Background: an optimization exercise with open tools, aiming at a short achievable clock period and few clock cycles. Do not read the settings as production practice.
The RTL was checked by simulation tests, not by an equivalence proof against the original design.
Power figures rest on the tool's default switching activity, not on a simulated workload.

--- design/flow/constraint.sdc ---
create_clock -name core_clock -period 7.5 [get_ports {clk_b}]
set_input_delay 1.5000 -clock core_clock [delete_from_list [all_inputs] [get_ports {clk_b}]]
set_output_delay 1.5000 -clock core_clock [all_outputs]
set_load 0.01 [all_outputs]
--- design/flow/run.sh ---
#!/bin/bash
# synth_recipe.tcl (not shown) runs the flow's synth.tcl, then flattens the netlist and writes it again
# the make line also repeats each setting of config.mk as NAME=value (left out here)
make -C /OpenROAD-flow-scripts/flow DESIGN_CONFIG=/design/flow/config.mk WORK_HOME=/design/flow/orfs CLKGATE_MAP_FILE= SYNTH_SCRIPT=/design/flow/synth_recipe.tcl finish
--- design/flow/design.v ---
package rv_core_pkg;
    typedef logic [31:0] word_t;
    typedef logic [4:0]  reg_addr_t;
    typedef enum logic [4:0] {
        ALU_ADD,
        ALU_SUB,
        ALU_AND,
        ALU_OR,
        ALU_XOR,
        ALU_SLL,
        ALU_SRL,
        ALU_SRA,
        ALU_SLT,
        ALU_SLTU,
        ALU_BEQ,
        ALU_BNE,
        ALU_BLT,
        ALU_BGE,
        ALU_BLTU,
        ALU_BGEU,
        ALU_NONE
    } alu_op_e;
    typedef enum logic [1:0] {
        OP1_RS1,
        OP1_PC,
        OP1_ZERO
    } op1_sel_e;
    typedef enum logic [2:0] {
        OP2_RS2,
        OP2_IMM_I,
        OP2_IMM_S,
        OP2_IMM_J,
        OP2_IMM_U
    } op2_sel_e;
    typedef enum logic [1:0] {
        WB_ALU,
        WB_MEM,
        WB_PC_PLUS4,
        WB_NONE
    } wb_sel_e;
    localparam word_t START_ADDR  = 32'h0000_0000;
    localparam word_t PROGRAM_END = 32'd512;
    localparam word_t BUBBLE = 32'h0000_0013;
    localparam logic [6:0] OPC_LUI    = 7'b0110111;
    localparam logic [6:0] OPC_AUIPC  = 7'b0010111;
    localparam logic [6:0] OPC_JAL    = 7'b1101111;
    localparam logic [6:0] OPC_JALR   = 7'b1100111;
    localparam logic [6:0] OPC_BRANCH = 7'b1100011;
    localparam logic [6:0] OPC_LOAD   = 7'b0000011;
    localparam logic [6:0] OPC_STORE  = 7'b0100011;
    localparam logic [6:0] OPC_OP_IMM = 7'b0010011;
    localparam logic [6:0] OPC_OP     = 7'b0110011;
endpackage
`timescale 1ns/1ns
module fetch_stage (
    input  logic               clk_b,
    input  logic               reset,
    input  logic               redirect,
    input  rv_core_pkg::word_t redirect_pc,
    input  logic               stall,
    input  rv_core_pkg::word_t imem_inst,
    output rv_core_pkg::word_t imem_addr,
    output rv_core_pkg::word_t id_pc,
    output rv_core_pkg::word_t id_inst,
    output logic               exit
);
    rv_core_pkg::word_t pc;
    rv_core_pkg::word_t pc_next;
    assign imem_addr = pc;
    assign exit      = (pc == rv_core_pkg::PROGRAM_END);
    always_comb begin
        if (redirect) begin
            pc_next = redirect_pc;
        end else if (stall || exit) begin
            pc_next = pc;
        end else begin
            pc_next = pc + 32'd4;
        end
    end
    always_ff @(posedge clk_b or posedge reset) begin
        if (reset) begin
            pc <= rv_core_pkg::START_ADDR;
        end else begin
            pc <= pc_next;
        end
    end
    always_ff @(posedge clk_b or posedge reset) begin
        if (reset) begin
            id_inst <= rv_core_pkg::BUBBLE;
        end else if (redirect) begin
            id_inst <= rv_core_pkg::BUBBLE;
        end else if (!stall) begin
            id_inst <= imem_inst;
        end
    end
    always_ff @(posedge clk_b) begin
        if (!stall) begin
            id_pc <= pc;
        end
    end
endmodule
`timescale 1ns/1ns
module decode_stage (
    input  logic                   clk_b,
    input  logic                   reset,
    input  rv_core_pkg::word_t     id_pc,
    input  rv_core_pkg::word_t     id_inst,
    input  logic                   redirect,
    input  rv_core_pkg::word_t     rs1_rdata,
    input  rv_core_pkg::word_t     rs2_rdata,
    input  rv_core_pkg::reg_addr_t mem_rd,
    input  logic                   mem_rf_wen,
    input  rv_core_pkg::word_t     mem_wb_data,
    input  rv_core_pkg::reg_addr_t wb_rd,
    input  logic                   wb_rf_wen,
    input  rv_core_pkg::word_t     wb_data,
    output logic                   stall,
    output rv_core_pkg::reg_addr_t rs1_addr,
    output rv_core_pkg::reg_addr_t rs2_addr,
    output rv_core_pkg::word_t     ex_pc,
    output rv_core_pkg::word_t     ex_op1,
    output rv_core_pkg::word_t     ex_op2,
    output rv_core_pkg::word_t     ex_rs2_data,
    output rv_core_pkg::word_t     ex_imm_b,
    output rv_core_pkg::reg_addr_t ex_rd,
    output logic                   ex_rf_wen,
    output logic                   ex_mem_wen,
    output rv_core_pkg::wb_sel_e   ex_wb_sel,
    output rv_core_pkg::alu_op_e   ex_alu_op
);
    rv_core_pkg::word_t   inst;
    rv_core_pkg::word_t   imm_i;
    rv_core_pkg::word_t   imm_s;
    rv_core_pkg::word_t   imm_b;
    rv_core_pkg::word_t   imm_j;
    rv_core_pkg::word_t   imm_u;
    rv_core_pkg::word_t   rs1_data;
    rv_core_pkg::word_t   rs2_data;
    rv_core_pkg::word_t   op1;
    rv_core_pkg::word_t   op2;
    rv_core_pkg::alu_op_e arith_op;
    rv_core_pkg::alu_op_e branch_op;
    rv_core_pkg::alu_op_e alu_op;
    rv_core_pkg::op1_sel_e op1_sel;
    rv_core_pkg::op2_sel_e op2_sel;
    rv_core_pkg::wb_sel_e wb_sel;
    logic                 mem_wen;
    assign stall = ex_rf_wen && (ex_rd != '0) &&
                   ((ex_rd == id_inst[19:15]) || (ex_rd == id_inst[24:20]));
    assign inst     = (redirect || stall) ? rv_core_pkg::BUBBLE : id_inst;
    assign rs1_addr = inst[19:15];
    assign rs2_addr = inst[24:20];
    assign imm_i = {{20{inst[31]}}, inst[31:20]};
    assign imm_s = {{20{inst[31]}}, inst[31:25], inst[11:7]};
    assign imm_b = {{20{inst[31]}}, inst[7], inst[30:25], inst[11:8], 1'b0};
    assign imm_j = {{12{inst[31]}}, inst[19:12], inst[20], inst[30:21], 1'b0};
    assign imm_u = {inst[31:12], 12'b0};
    function automatic rv_core_pkg::word_t bypass(input rv_core_pkg::reg_addr_t addr,
                                                  input rv_core_pkg::word_t rf_data);
        if (addr == 5'd0) begin
            bypass = 32'd0;
        end else if (mem_rf_wen && (mem_rd == addr)) begin
            bypass = mem_wb_data;
        end else if (wb_rf_wen && (wb_rd == addr)) begin
            bypass = wb_data;
        end else begin
            bypass = rf_data;
        end
    endfunction
    always_comb begin
        rs1_data = bypass(rs1_addr, rs1_rdata);
        rs2_data = bypass(rs2_addr, rs2_rdata);
    end
    always_comb begin
        case (inst[14:12])
            3'b000:  arith_op = (inst[6:0] == rv_core_pkg::OPC_OP && inst[30]) ?
                                rv_core_pkg::ALU_SUB : rv_core_pkg::ALU_ADD;
            3'b001:  arith_op = rv_core_pkg::ALU_SLL;
            3'b010:  arith_op = rv_core_pkg::ALU_SLT;
            3'b011:  arith_op = rv_core_pkg::ALU_SLTU;
            3'b100:  arith_op = rv_core_pkg::ALU_XOR;
            3'b101:  arith_op = inst[30] ? rv_core_pkg::ALU_SRA : rv_core_pkg::ALU_SRL;
            3'b110:  arith_op = rv_core_pkg::ALU_OR;
            default: arith_op = rv_core_pkg::ALU_AND;
        endcase
        case (inst[14:12])
            3'b000:  branch_op = rv_core_pkg::ALU_BEQ;
            3'b001:  branch_op = rv_core_pkg::ALU_BNE;
            3'b100:  branch_op = rv_core_pkg::ALU_BLT;
            3'b101:  branch_op = rv_core_pkg::ALU_BGE;
            3'b110:  branch_op = rv_core_pkg::ALU_BLTU;
            3'b111:  branch_op = rv_core_pkg::ALU_BGEU;
            default: branch_op = rv_core_pkg::ALU_NONE;
        endcase
    end
    always_comb begin
        alu_op  = rv_core_pkg::ALU_NONE;
        op1_sel = rv_core_pkg::OP1_RS1;
        op2_sel = rv_core_pkg::OP2_RS2;
        wb_sel  = rv_core_pkg::WB_NONE;
        mem_wen = 1'b0;
        case (inst[6:0])
            rv_core_pkg::OPC_LUI, rv_core_pkg::OPC_AUIPC: begin
                alu_op  = rv_core_pkg::ALU_ADD;
                op1_sel = inst[5] ? rv_core_pkg::OP1_ZERO : rv_core_pkg::OP1_PC;
                op2_sel = rv_core_pkg::OP2_IMM_U;
                wb_sel  = rv_core_pkg::WB_ALU;
            end
            rv_core_pkg::OPC_JAL: begin
                alu_op  = rv_core_pkg::ALU_ADD;
                op1_sel = rv_core_pkg::OP1_PC;
                op2_sel = rv_core_pkg::OP2_IMM_J;
                wb_sel  = rv_core_pkg::WB_PC_PLUS4;
            end
            rv_core_pkg::OPC_JALR: begin
                alu_op  = rv_core_pkg::ALU_ADD;
                op2_sel = rv_core_pkg::OP2_IMM_I;
                wb_sel  = rv_core_pkg::WB_PC_PLUS4;
            end
            rv_core_pkg::OPC_BRANCH: alu_op = branch_op;
            rv_core_pkg::OPC_LOAD: begin
                alu_op  = rv_core_pkg::ALU_ADD;
                op2_sel = rv_core_pkg::OP2_IMM_I;
                wb_sel  = rv_core_pkg::WB_MEM;
            end
            rv_core_pkg::OPC_STORE: begin
                alu_op  = rv_core_pkg::ALU_ADD;
                op2_sel = rv_core_pkg::OP2_IMM_S;
                mem_wen = 1'b1;
            end
            rv_core_pkg::OPC_OP_IMM: begin
                alu_op  = arith_op;
                op2_sel = rv_core_pkg::OP2_IMM_I;
                wb_sel  = rv_core_pkg::WB_ALU;
            end
            rv_core_pkg::OPC_OP: begin
                alu_op  = arith_op;
                wb_sel  = rv_core_pkg::WB_ALU;
            end
            default: ;
        endcase
    end
    always_comb begin
        case (op1_sel)
            rv_core_pkg::OP1_PC:   op1 = id_pc;
            rv_core_pkg::OP1_ZERO: op1 = '0;
            default:               op1 = rs1_data;
        endcase
        case (op2_sel)
            rv_core_pkg::OP2_IMM_I: op2 = imm_i;
            rv_core_pkg::OP2_IMM_S: op2 = imm_s;
            rv_core_pkg::OP2_IMM_J: op2 = imm_j;
            rv_core_pkg::OP2_IMM_U: op2 = imm_u;
            default:                op2 = rs2_data;
        endcase
    end
    always_ff @(posedge clk_b or posedge reset) begin
        if (reset) begin
            ex_rf_wen  <= 1'b0;
            ex_mem_wen <= 1'b0;
            ex_wb_sel  <= rv_core_pkg::WB_NONE;
            ex_alu_op  <= rv_core_pkg::ALU_NONE;
        end else begin
            ex_rf_wen  <= (wb_sel != rv_core_pkg::WB_NONE);
            ex_mem_wen <= mem_wen;
            ex_wb_sel  <= wb_sel;
            ex_alu_op  <= alu_op;
        end
    end
    always_ff @(posedge clk_b) begin
        ex_pc       <= id_pc;
        ex_op1      <= op1;
        ex_op2      <= op2;
        ex_rs2_data <= rs2_data;
        ex_imm_b    <= imm_b;
        ex_rd       <= inst[11:7];
    end
endmodule
`timescale 1ns/1ns
module register_file (
    input  logic                   clk_b,
    input  rv_core_pkg::reg_addr_t rs1_addr,
    input  rv_core_pkg::reg_addr_t rs2_addr,
    input  rv_core_pkg::reg_addr_t wb_rd,
    input  logic                   wb_rf_wen,
    input  rv_core_pkg::word_t     wb_data,
    output rv_core_pkg::word_t     rs1_rdata,
    output rv_core_pkg::word_t     rs2_rdata
);
    rv_core_pkg::word_t regs [1:31];
    always_ff @(posedge clk_b) begin
        if (wb_rf_wen) begin
            regs[wb_rd] <= wb_data;
        end
    end
    assign rs1_rdata = (rs1_addr == '0) ? '0 : regs[rs1_addr];
    assign rs2_rdata = (rs2_addr == '0) ? '0 : regs[rs2_addr];
endmodule
`timescale 1ns/1ns
module execute_stage (
    input  logic                   clk_b,
    input  logic                   reset,
    input  rv_core_pkg::word_t     ex_pc,
    input  rv_core_pkg::word_t     ex_op1,
    input  rv_core_pkg::word_t     ex_op2,
    input  rv_core_pkg::word_t     ex_rs2_data,
    input  rv_core_pkg::word_t     ex_imm_b,
    input  rv_core_pkg::reg_addr_t ex_rd,
    input  logic                   ex_rf_wen,
    input  logic                   ex_mem_wen,
    input  rv_core_pkg::wb_sel_e   ex_wb_sel,
    input  rv_core_pkg::alu_op_e   ex_alu_op,
    output logic                   redirect,
    output rv_core_pkg::word_t     redirect_pc,
    output rv_core_pkg::word_t     mem_pc,
    output rv_core_pkg::word_t     mem_alu_out,
    output rv_core_pkg::word_t     mem_rs2_data,
    output rv_core_pkg::reg_addr_t mem_rd,
    output logic                   mem_rf_wen,
    output logic                   mem_mem_wen,
    output rv_core_pkg::wb_sel_e   mem_wb_sel
);
    rv_core_pkg::word_t alu_out;
    logic               br_taken;
    logic               jump;
    always_comb begin
        alu_out  = '0;
        br_taken = 1'b0;
        case (ex_alu_op)
            rv_core_pkg::ALU_ADD:  alu_out = ex_op1 + ex_op2;
            rv_core_pkg::ALU_SUB:  alu_out = ex_op1 - ex_op2;
            rv_core_pkg::ALU_AND:  alu_out = ex_op1 & ex_op2;
            rv_core_pkg::ALU_OR:   alu_out = ex_op1 | ex_op2;
            rv_core_pkg::ALU_XOR:  alu_out = ex_op1 ^ ex_op2;
            rv_core_pkg::ALU_SLL:  alu_out = ex_op1 << ex_op2[4:0];
            rv_core_pkg::ALU_SRL:  alu_out = ex_op1 >> ex_op2[4:0];
            rv_core_pkg::ALU_SRA:  alu_out = $signed(ex_op1) >>> ex_op2[4:0];
            rv_core_pkg::ALU_SLT:  alu_out = {31'b0, $signed(ex_op1) < $signed(ex_op2)};
            rv_core_pkg::ALU_SLTU: alu_out = {31'b0, ex_op1 < ex_op2};
            rv_core_pkg::ALU_BEQ:  br_taken = (ex_op1 == ex_op2);
            rv_core_pkg::ALU_BNE:  br_taken = (ex_op1 != ex_op2);
            rv_core_pkg::ALU_BLT:  br_taken = ($signed(ex_op1) < $signed(ex_op2));
            rv_core_pkg::ALU_BGE:  br_taken = ($signed(ex_op1) >= $signed(ex_op2));
            rv_core_pkg::ALU_BLTU: br_taken = (ex_op1 < ex_op2);
            rv_core_pkg::ALU_BGEU: br_taken = (ex_op1 >= ex_op2);
            default: ;
        endcase
    end
    assign jump        = (ex_wb_sel == rv_core_pkg::WB_PC_PLUS4);
    assign redirect    = jump || br_taken;
    assign redirect_pc = jump ? {alu_out[31:1], 1'b0} : ex_pc + ex_imm_b;
    always_ff @(posedge clk_b or posedge reset) begin
        if (reset) begin
            mem_rf_wen  <= 1'b0;
            mem_mem_wen <= 1'b0;
            mem_wb_sel  <= rv_core_pkg::WB_NONE;
        end else begin
            mem_rf_wen  <= ex_rf_wen;
            mem_mem_wen <= ex_mem_wen;
            mem_wb_sel  <= ex_wb_sel;
        end
    end
    always_ff @(posedge clk_b) begin
        mem_pc       <= ex_pc;
        mem_alu_out  <= alu_out;
        mem_rs2_data <= ex_rs2_data;
        mem_rd       <= ex_rd;
    end
endmodule
`timescale 1ns/1ns
module memory_stage (
    input  logic                   clk_b,
    input  logic                   reset,
    input  rv_core_pkg::word_t     mem_pc,
    input  rv_core_pkg::word_t     mem_alu_out,
    input  rv_core_pkg::word_t     mem_rs2_data,
    input  rv_core_pkg::reg_addr_t mem_rd,
    input  logic                   mem_rf_wen,
    input  logic                   mem_mem_wen,
    input  rv_core_pkg::wb_sel_e   mem_wb_sel,
    input  rv_core_pkg::word_t     dmem_rdata,
    output rv_core_pkg::word_t     dmem_addr,
    output rv_core_pkg::word_t     dmem_wdata,
    output logic                   dmem_wen,
    output rv_core_pkg::word_t     mem_wb_data,
    output rv_core_pkg::reg_addr_t wb_rd,
    output logic                   wb_rf_wen,
    output rv_core_pkg::word_t     wb_data
);
    assign dmem_addr  = mem_alu_out;
    assign dmem_wdata = mem_rs2_data;
    assign dmem_wen   = mem_mem_wen;
    always_comb begin
        case (mem_wb_sel)
            rv_core_pkg::WB_MEM:      mem_wb_data = dmem_rdata;
            rv_core_pkg::WB_PC_PLUS4: mem_wb_data = mem_pc + 32'd4;
            default:                  mem_wb_data = mem_alu_out;
        endcase
    end
    always_ff @(posedge clk_b or posedge reset) begin
        if (reset) begin
            wb_rf_wen <= 1'b0;
        end else begin
            wb_rf_wen <= mem_rf_wen && (mem_rd != '0);
        end
    end
    always_ff @(posedge clk_b) begin
        wb_rd   <= mem_rd;
        wb_data <= mem_wb_data;
    end
endmodule
`timescale 1ns/1ns
module rv_core (
    input  logic               clk_b,
    input  logic               reset,
    input  rv_core_pkg::word_t imem_inst,
    input  rv_core_pkg::word_t dmem_rdata,
    output rv_core_pkg::word_t imem_addr,
    output rv_core_pkg::word_t dmem_addr,
    output rv_core_pkg::word_t dmem_wdata,
    output logic               dmem_wen,
    output logic               exit
);
    logic                   redirect;
    rv_core_pkg::word_t     redirect_pc;
    logic                   stall;
    rv_core_pkg::word_t     id_pc;
    rv_core_pkg::word_t     id_inst;
    rv_core_pkg::reg_addr_t rs1_addr;
    rv_core_pkg::reg_addr_t rs2_addr;
    rv_core_pkg::word_t     rs1_rdata;
    rv_core_pkg::word_t     rs2_rdata;
    rv_core_pkg::word_t     ex_pc;
    rv_core_pkg::word_t     ex_op1;
    rv_core_pkg::word_t     ex_op2;
    rv_core_pkg::word_t     ex_rs2_data;
    rv_core_pkg::word_t     ex_imm_b;
    rv_core_pkg::reg_addr_t ex_rd;
    logic                   ex_rf_wen;
    logic                   ex_mem_wen;
    rv_core_pkg::wb_sel_e   ex_wb_sel;
    rv_core_pkg::alu_op_e   ex_alu_op;
    rv_core_pkg::word_t     mem_pc;
    rv_core_pkg::word_t     mem_alu_out;
    rv_core_pkg::word_t     mem_rs2_data;
    rv_core_pkg::reg_addr_t mem_rd;
    logic                   mem_rf_wen;
    logic                   mem_mem_wen;
    rv_core_pkg::wb_sel_e   mem_wb_sel;
    rv_core_pkg::word_t     mem_wb_data;
    rv_core_pkg::reg_addr_t wb_rd;
    logic                   wb_rf_wen;
    rv_core_pkg::word_t     wb_data;
    fetch_stage   fetch_stage_i   (.*);
    decode_stage  decode_stage_i  (.*);
    register_file register_file_i (.*);
    execute_stage execute_stage_i (.*);
    memory_stage  memory_stage_i  (.*);
endmodule
--- design/flow/config.mk ---
export PLATFORM = sky130hd
export DESIGN_NAME = rv_core
export DESIGN_NICKNAME = rv_core
export VERILOG_FILES = /design/flow/design.v
export SDC_FILE = /design/flow/constraint.sdc
export NUM_CORES = 4
export LEC_CHECK = 0
export CAP_MARGIN = 20
export CORE_MARGIN = 2
export CORE_UTILIZATION = 40
export SLEW_MARGIN = 20
==> impl_results.md <==
* Min-delay worst type: flop to flop
* Critical Path End Type: flop
* Post-synth ARST share at 0.0565
* Total global-route track usage at 0.351
* Clock period minus final worst setup slack at 7.11 ns
* Routed wire length at ~330000 µm
* Number of cells in the finished layout apart from fillers at between 8000 and 9000
* Clock insertion delay at the later pin of the skew report at 0.84 ns
* Yosys Warn Count at 5
* Fraction of the cycle the final worst path needs at 0.948
* Crit path from: decode_stage_i.ex_op1[3]
* Number of gates given a new drive strength after cts at 0
* Critical path fanouts, max at 26
* Post-DRT Antenna Nets at 0
* Final Hold Viols at 0
* RSZ-0062 raised after global routing: false
* FF+latch count, synth at between 1000 and 1500
* 1st-pass router iterations at 8
* Vias after detailed routing at just over 60000
* Gr busiest metal: met2
* Chain of cells forming the critical path: inv_1 -> ha_1 -> nor3b_1 -> o31ai_2 -> a31oi_2 -> o31ai_1 -> a31oi_2 -> and2_1 -> buf_4 -> and3_2 -> buf_4 -> o22a_1 -> o2111ai_1 -> a311oi_1 -> a21oi_2 -> o221ai_1
* Global-route wire length before repair at ~450000 µm
* Std-Cell Core Area at roughly 180000 µm²
* Crit path arrival time at between 7 and 8 ns
* Worst-Margin Slew at about 1.2 ns
* Timing-limited maximum frequency at between 100 and 150 MHz
* Seq/Total Area, Yosys at 0.533
* Post-Route Setup TNS at 0 ns
* Required arrival time at the worst endpoint at approximately 8.2 ns
* RR Startpoint: decode_stage_i.ex_op1[3]
* Last weighted congestion value of the routability-driven placer at ~1.0
* Clock Tree Buf Depth at 3
* PnR Total Power at approximately 40 mW
* Root Buffer Master: sky130_fd_sc_hd__clkbuf_16
* Max cap viols at 0
* Post-CTS setup repair buffer count at 0
* Via-to-Cell Ratio at approximately 6.9
* Main flop type after synthesis: sky130_fd_sc_hd__edfxtp_1
* Startpoint Class: flop
* Global-route track usage on met3 at 0.0982
* Clock tree from TritonCTS: yes
* # IOs at approximately 160
* Largest net degree at the start of global routing at 120
* Number of antenna violations at the first check in global routing at 27
* Largest stage delay, worst path at approximately 0.95 ns
* Die width at between 400 and 500 µm
* H-tree levels at 4
* CTS Hold Bufs at 0
* Cell count after synthesis at between 6000 and 7000
* Count of endpoints failing setup in the final report at 0
* Avg Inst Size Synth at between 10 and 15 µm²
* Final Net Count at 6691
* Number of rows in the core area at approximately 160
* Distinct cells, synth at 109
* Number of pins exceeding their max-slew limit in the final report at 0
* Die extent in y at roughly 430 µm
* Detailed-route wire length per cell at roughly 37 µm
* Clock sink count at roughly 1400
* Port-buffer cells at 163
* Clock Skews at about 0.055 ns
* Clock slew at the register clock pins of the worst setup and hold paths at roughly 0.06 ns
* Number of buffers created by CTS at around 150
* Max-slew headroom at the worst pin at 0.168
* EDFF count, synth at approximately 1000
* Hold Path Origin: decode_stage_i.ex_rs2_data[14]
* Met2 track demand over resource at 0.519
* Placed insts at roughly 8700
* Initial Utilization at 0.402
* GR Overflow Total at 0
* Hold_ws at 0.328 ns
* Status: timing/DRC/antenna clean
* Static leakage at approximately 29 nW
* Die ar. at between 150000 and 200000 µm²
* Met1 track demand over resource in global routing at 0.439
* CP Class: flop to flop
* Vias in the first global route at ~57000
* Number of nets produced by synthesis at about 6600
* Signed area change from the synthesized netlist to the final layout at 13.6%
* Remaining routing DRC violations at 0
* Peak VDD IR at 0.313 mV
* Power density normalized to cell area at about 500 nW/µm²
* Syn Std Cell Area at 71800 µm²
* Post-detail-place hpwl at ~210000 µm
* Max stage delay cell, worst path: sky130_fd_sc_hd__and3_2
* Fraction of final layout cells with drive strength greater than 1 at 0.121
* DRT iter0 DRCs at between 10000 and 15000
synth_stat cells, types with 57 or more instances:
cell | instances | area (µm²)
sky130_fd_sc_hd__inv_1 | 149 | 559
sky130_fd_sc_hd__nor3_1 | 131 | 656
sky130_fd_sc_hd__mux2_2 | 113 | 1270
sky130_fd_sc_hd__clkbuf_1 | 296 | 1110
sky130_fd_sc_hd__a31oi_1 | 91 | 569
sky130_fd_sc_hd__mux2i_1 | 569 | 5700
sky130_fd_sc_hd__edfxtp_1 | 1024 | 30700
sky130_fd_sc_hd__o22ai_1 | 122 | 763
sky130_fd_sc_hd__a221o_1 | 72 | 721
sky130_fd_sc_hd__dfxtp_1 | 278 | 5570
sky130_fd_sc_hd__nand2_1 | 537 | 2020
sky130_fd_sc_hd__a21oi_1 | 358 | 1790
sky130_fd_sc_hd__buf_2 | 104 | 521
sky130_fd_sc_hd__ha_1 | 133 | 1660
sky130_fd_sc_hd__a211oi_1 | 143 | 1070
sky130_fd_sc_hd__buf_1 | 71 | 267
sky130_fd_sc_hd__a22oi_1 | 76 | 571
sky130_fd_sc_hd__nor2_1 | 447 | 1680
sky130_fd_sc_hd__xnor2_1 | 70 | 613
sky130_fd_sc_hd__nand3_1 | 171 | 856
sky130_fd_sc_hd__nor2b_1 | 95 | 594
sky130_fd_sc_hd__dfrtp_1 | 70 | 1750
sky130_fd_sc_hd__mux4_2 | 57 | 1280
sky130_fd_sc_hd__o221ai_1 | 62 | 543
sky130_fd_sc_hd__o21ai_0 | 318 | 1590
sky130_fd_sc_hd__a221oi_1 | 153 | 1340
report_power, final:
part | total, mW | switching, mW | leakage [nW] | internal [mW]
Clock | 7.40 | 3.27 | 2.33 | 4.13
Combinational | 20.4 | 13.9 | 13.7 | 6.47
Sequential | 12.3 | 2.19 | 12.7 | 10.1
metal layers:
| metal | up-vias | wire (µm) |
|---|---|---|
| met5 | - | 225 |
| met4 | 28 | 28700 |
| met3 | 1277 | 43000 |
| met2 | 5107 | 140000 |
| met1 | 30312 | 118000 |
| li1 | 24831 | - |
final timing paths:
check / end / slack [ns] / cells after the start
setup / recovery: decode_stage_i.ex_op2[4] / 0.39 / 16
min in group asynchronous: fetch_stage_i.pc[21] / 1.15 / 2
hold reg to reg: execute_stage_i.mem_rs2_data[14] / 0.33 / 0
hold / removal: execute_stage_i.mem_rs2_data[14] / 0.33 / 0
setup reg to reg: decode_stage_i.ex_op2[4] / 0.39 / 16
max in group asynchronous: decode_stage_i.ex_alu_op[4] / 5.31 / 3
cell usage in the layout, fill, tap and decap left out, types with 122 or more instances in the layout:
master,count
sky130_fd_sc_hd__nand3_1,169
sky130_fd_sc_hd__dfxtp_1,254
sky130_fd_sc_hd__clkdlybuf4s50_1,163
sky130_fd_sc_hd__nor3_1,129
sky130_fd_sc_hd__ha_1,132
sky130_fd_sc_hd__inv_1,145
sky130_fd_sc_hd__o22ai_1,122
sky130_fd_sc_hd__mux2i_1,569
sky130_fd_sc_hd__a221oi_1,153
sky130_fd_sc_hd__o21ai_0,307
sky130_fd_sc_hd__edfxtp_1,1024
sky130_fd_sc_hd__nor2_1,406
sky130_fd_sc_hd__a21oi_1,356
sky130_fd_sc_hd__nand2_1,530
sky130_fd_sc_hd__buf_4,219
sky130_fd_sc_hd__clkbuf_16,151
sky130_fd_sc_hd__a211oi_1,143
registers in the layout, indices dropped and copies added (netlist names):
signal                        count
decode_stage_i.ex_pc             32
execute_stage_i.mem_pc           32
decode_stage_i.ex_alu_op          5
execute_stage_i.mem_mem_wen       1
decode_stage_i.ex_rs2_data       32
decode_stage_i.ex_op2            32
register_file_i.regs            992
decode_stage_i.ex_op1            32
execute_stage_i.mem_rd            5
decode_stage_i.ex_mem_wen         1
decode_stage_i.ex_wb_sel          2
execute_stage_i.mem_wb_sel        2
fetch_stage_i.id_inst            32
memory_stage_i.wb_rd              5
decode_stage_i.ex_rf_wen          1
decode_stage_i.ex_rd              4
fetch_stage_i.id_pc              32
execute_stage_i.mem_rs2_data     32
execute_stage_i.mem_alu_out      32
fetch_stage_i.pc                 32
memory_stage_i.wb_rf_wen          1
execute_stage_i.mem_rf_wen        1
memory_stage_i.wb_data           32
decode_stage_i.ex_imm_b           8
per-stage QoR:
stage / worst slack (ns) / util / cell area, µm²
floorplan: 1.22 / - / 71800
global placement: 0.523 / 0.430 / 76600
detailed placement: 0.893 / 0.430 / 76700
CTS: 0.807 / 0.457 / 81500
global route: 0.543 / 0.457 / 81500
finish: 0.388 / 0.457 / 81600
layout make-up:
| type | instances | area (µm²) |
|---|---|---|
| fill | 16238 | 96900 |
| sequential | 1380 | 38300 |
| multi-input combinational | 4401 | 31200 |
| clock buffer | 191 | 3970 |
| timing repair buffer | 403 | 3680 |
| tap | 2355 | 2950 |
| clock inverter | 84 | 832 |
| inverter | 154 | 579 |
| antenna | 15 | 37.5 |
logic make-up (layout without fill, tap and decap cells):
kind of cell / after synthesis / in the layout / synth area share
buffers and inverters: 655 / 832 / 0.0384
AND/OR/NAND/NOR: 1620 / 1620 / 0.104
adder cells (fa/ha/maj): 136 / 136 / 0.0240
flip-flops: 1380 / 1380 / 0.533
other: 0 / 15 / 0
XOR/XNOR: 112 / 112 / 0.0137
multiplexers: 739 / 739 / 0.115
AO/OA/AOI/OAI: 1794 / 1794 / 0.171
critical path, delay by kind of cell, from the launching register on:
| family | cells | cell delay (ns) |
|---|---|---|
| simple gates | 3 | 1.62 |
| flops | 1 | 0.74 |
| buf+inv | 3 | 1.08 |
| compound gates | 9 | 2.97 |
| fa+ha+maj | 1 | 0.47 |
Testbench counts, summed over its fixed seeds: cycles 46,685.

[separate check: timing with driven ports]
How much do the figures lean on ideal ports? The routed layout below was timed once more, with nothing changed but the port constraints.
Step 1 sets driving cells, clkbuf_16 on the clock port and buf_2 on the other inputs (assumed; they add their load-dependent delay and slew).
Step 2 moves the port delays by t, midway between the first and last clock arrival at a register: inputs arrive t later, outputs are due t later. That takes back most of the time a late clock gives input paths.
Slacks: ideal / step 1 / step 2; pairs: ideal / step 1.
t (ns): 0.899
slack for setup (ns): 0.388 / 0.388 / 0.388
hold WS [ns]: 0.328 / 0.328 / 0.328
After both steps this run still meets setup and hold. The setup slack of this run moves by 0.000 ns with the drivers and by 0.000 ns with both steps.
